Source: an optimization exercise on an open RTL-to-GDS flow (aim: small area, a short achievable clock period and few clock cycles per item). Production flows keep margins and buffers that such runs may drop.
Where RTL was checked, it was by simulation tests only, not by an equivalence proof against the original.
No activity file was given, so power comes from the tool's default toggle rates.

## run 1
==> module rtip_add, before the edit <==
module rtip_add #(
  parameter int W = 64
) (
  input  logic [W-1:0] a,
  input  logic [W-1:0] b,
  input  logic         ci,
  output logic [W-1:0] s
);
  localparam int L = 6;   
  logic [W-1:0] p;
  logic [W-1:0] gg [0:2*L-1];
  logic [W-1:0] pp [0:2*L-1];
  assign p     = a ^ b;
  assign gg[0] = a & b;
  assign pp[0] = p;
  genvar l, i;
  generate
    for (l = 0; l < L; l++) begin : up
      for (i = 0; i < W; i++) begin : bt
        if ((i % (2 << l)) == (2 << l) - 1) begin : op
          assign gg[l+1][i] = gg[l][i] | (pp[l][i] & gg[l][i-(1<<l)]);
          assign pp[l+1][i] = pp[l][i] & pp[l][i-(1<<l)];
        end else begin : pass
          assign gg[l+1][i] = gg[l][i];
          assign pp[l+1][i] = pp[l][i];
        end
      end
    end
    for (l = L - 1; l >= 1; l--) begin : dn
      for (i = 0; i < W; i++) begin : bt
        if ((i % (1 << l)) == (1 << (l-1)) - 1 && i >= (1 << l)) begin : op
          assign gg[2*L-l][i] = gg[2*L-l-1][i] | (pp[2*L-l-1][i] & gg[2*L-l-1][i-(1<<(l-1))]);
          assign pp[2*L-l][i] = pp[2*L-l-1][i] & pp[2*L-l-1][i-(1<<(l-1))];
        end else begin : pass
          assign gg[2*L-l][i] = gg[2*L-l-1][i];
          assign pp[2*L-l][i] = pp[2*L-l-1][i];
        end
      end
    end
  endgenerate
  assign s = p ^ {gg[2*L-1][W-2:0] | (pp[2*L-1][W-2:0] & {(W-1){ci}}), ci};
endmodule
Settings: LEC_CHECK=0, CAP_MARGIN=20, CORE_MARGIN=2, CORE_UTILIZATION=40, SETUP_SLACK_MARGIN=5, SLEW_MARGIN=20; clock period 9.0 ns.
run.sh (not shown) runs the stock make flow with config.mk's settings and CLKGATE_MAP_FILE= SYNTH_SCRIPT=/design/flow/synth_recipe.tcl, a recipe that flattens the netlist after the stock synthesis.
Run 1 was carried through to the last stage, and its layout satisfied the timing, design-rule and antenna checks.
Testbench counts of run 1, summed over its fixed seeds: cycles 28,666, chars 28,066.
diff inputs: run 1 => run 2
--- a/flow/design.v
+++ b/flow/design.v
@@ -46,45 +46,35 @@
 ) (
   input  logic [W-1:0] a,
   input  logic [W-1:0] b,
   input  logic         ci,
   output logic [W-1:0] s
 );
-  localparam int L = 6;   
-  logic [W-1:0] p;
-  logic [W-1:0] gg [0:2*L-1];
-  logic [W-1:0] pp [0:2*L-1];
-  assign p     = a ^ b;
-  assign gg[0] = a & b;
+  localparam int L = $clog2(W);
+  logic [W-1:0] p, g0;
+  logic [W-1:0] gg [0:L];
+  logic [W-1:0] pp [0:L];
+  assign p  = a ^ b;
+  assign g0 = (a & b) | {{(W-1){1'b0}}, p[0] & ci};
+  assign gg[0] = g0;
   assign pp[0] = p;
   genvar l, i;
   generate
-    for (l = 0; l < L; l++) begin : up
+    for (l = 0; l < L; l++) begin : lv
       for (i = 0; i < W; i++) begin : bt
-        if ((i % (2 << l)) == (2 << l) - 1) begin : op
-          assign gg[l+1][i] = gg[l][i] | (pp[l][i] & gg[l][i-(1<<l)]);
-          assign pp[l+1][i] = pp[l][i] & pp[l][i-(1<<l)];
+        if ((i >> l) % 2 == 1) begin : op
+          assign gg[l+1][i] = gg[l][i] | (pp[l][i] & gg[l][((i >> l) << l) - 1]);
+          assign pp[l+1][i] = pp[l][i] & pp[l][((i >> l) << l) - 1];
         end else begin : pass
           assign gg[l+1][i] = gg[l][i];
           assign pp[l+1][i] = pp[l][i];
         end
       end
     end
-    for (l = L - 1; l >= 1; l--) begin : dn
-      for (i = 0; i < W; i++) begin : bt
-        if ((i % (1 << l)) == (1 << (l-1)) - 1 && i >= (1 << l)) begin : op
-          assign gg[2*L-l][i] = gg[2*L-l-1][i] | (pp[2*L-l-1][i] & gg[2*L-l-1][i-(1<<(l-1))]);
-          assign pp[2*L-l][i] = pp[2*L-l-1][i] & pp[2*L-l-1][i-(1<<(l-1))];
-        end else begin : pass
-          assign gg[2*L-l][i] = gg[2*L-l-1][i];
-          assign pp[2*L-l][i] = pp[2*L-l-1][i];
-        end
-      end
-    end
   endgenerate
-  assign s = p ^ {gg[2*L-1][W-2:0] | (pp[2*L-1][W-2:0] & {(W-1){ci}}), ci};
+  assign s = p ^ {gg[L][W-2:0], ci};
 endmodule
 import rtip_pkg::*;
 module radix_integer_text_parser #(
   parameter int ACC_WIDTH    = rtip_pkg::ACC_WIDTH_DEF,
   parameter int OFFSET_WIDTH = rtip_pkg::OFFSET_WIDTH_DEF,
   parameter int OUT_W        = ((ACC_WIDTH + OFFSET_WIDTH + 7) / 8) * 8
Notes after the runs:
Area share of and/or/nand/nor cells after synthesis across run 1 and run 2: no real change.
Max freq run 1 -> run 2: degraded
On run 2: per-cell via count in the routed design is about 0.7% higher than what run 1 gave.
Diff run 1 -> run 2 | combinational power | down by more than 10%
Between run 1 and run 2, the endpoint required time on the critical path figures differ only marginally.
No functional check of the RTL was part of run 2.

[static timing again, ports no longer ideal]
The results above use ideal ports. As a check the final layouts listed here were re-extracted and re-timed, cells and wires unchanged.
Step 1 assumes that a clkbuf_16 drives the clock port and a buf_2 every other input.
Step 2, shift: input delay + t, output delay - t, t = (earliest + latest rising clock arrival at the registers) / 2. This alone moves slack from input paths to output paths.
Slacks: ideal / step 1 / step 2; pairs: ideal / step 1.
run	shift t [ns]	slack for setup (ns)	worst setup path after step 2	latest minus earliest clock arrival (ns)
run 1	0.463	5.204 / 5.204 / 4.946	input to register	0.011 / 0.011
run 2	0.472	5.149 / 5.155 / 4.700	input to register	0.012 / 0.011
After both steps setup and hold are still met in every run listed. The setup slack of run 2, which loses most, moves by +0.006 ns with the drivers and by -0.449 ns with both steps.
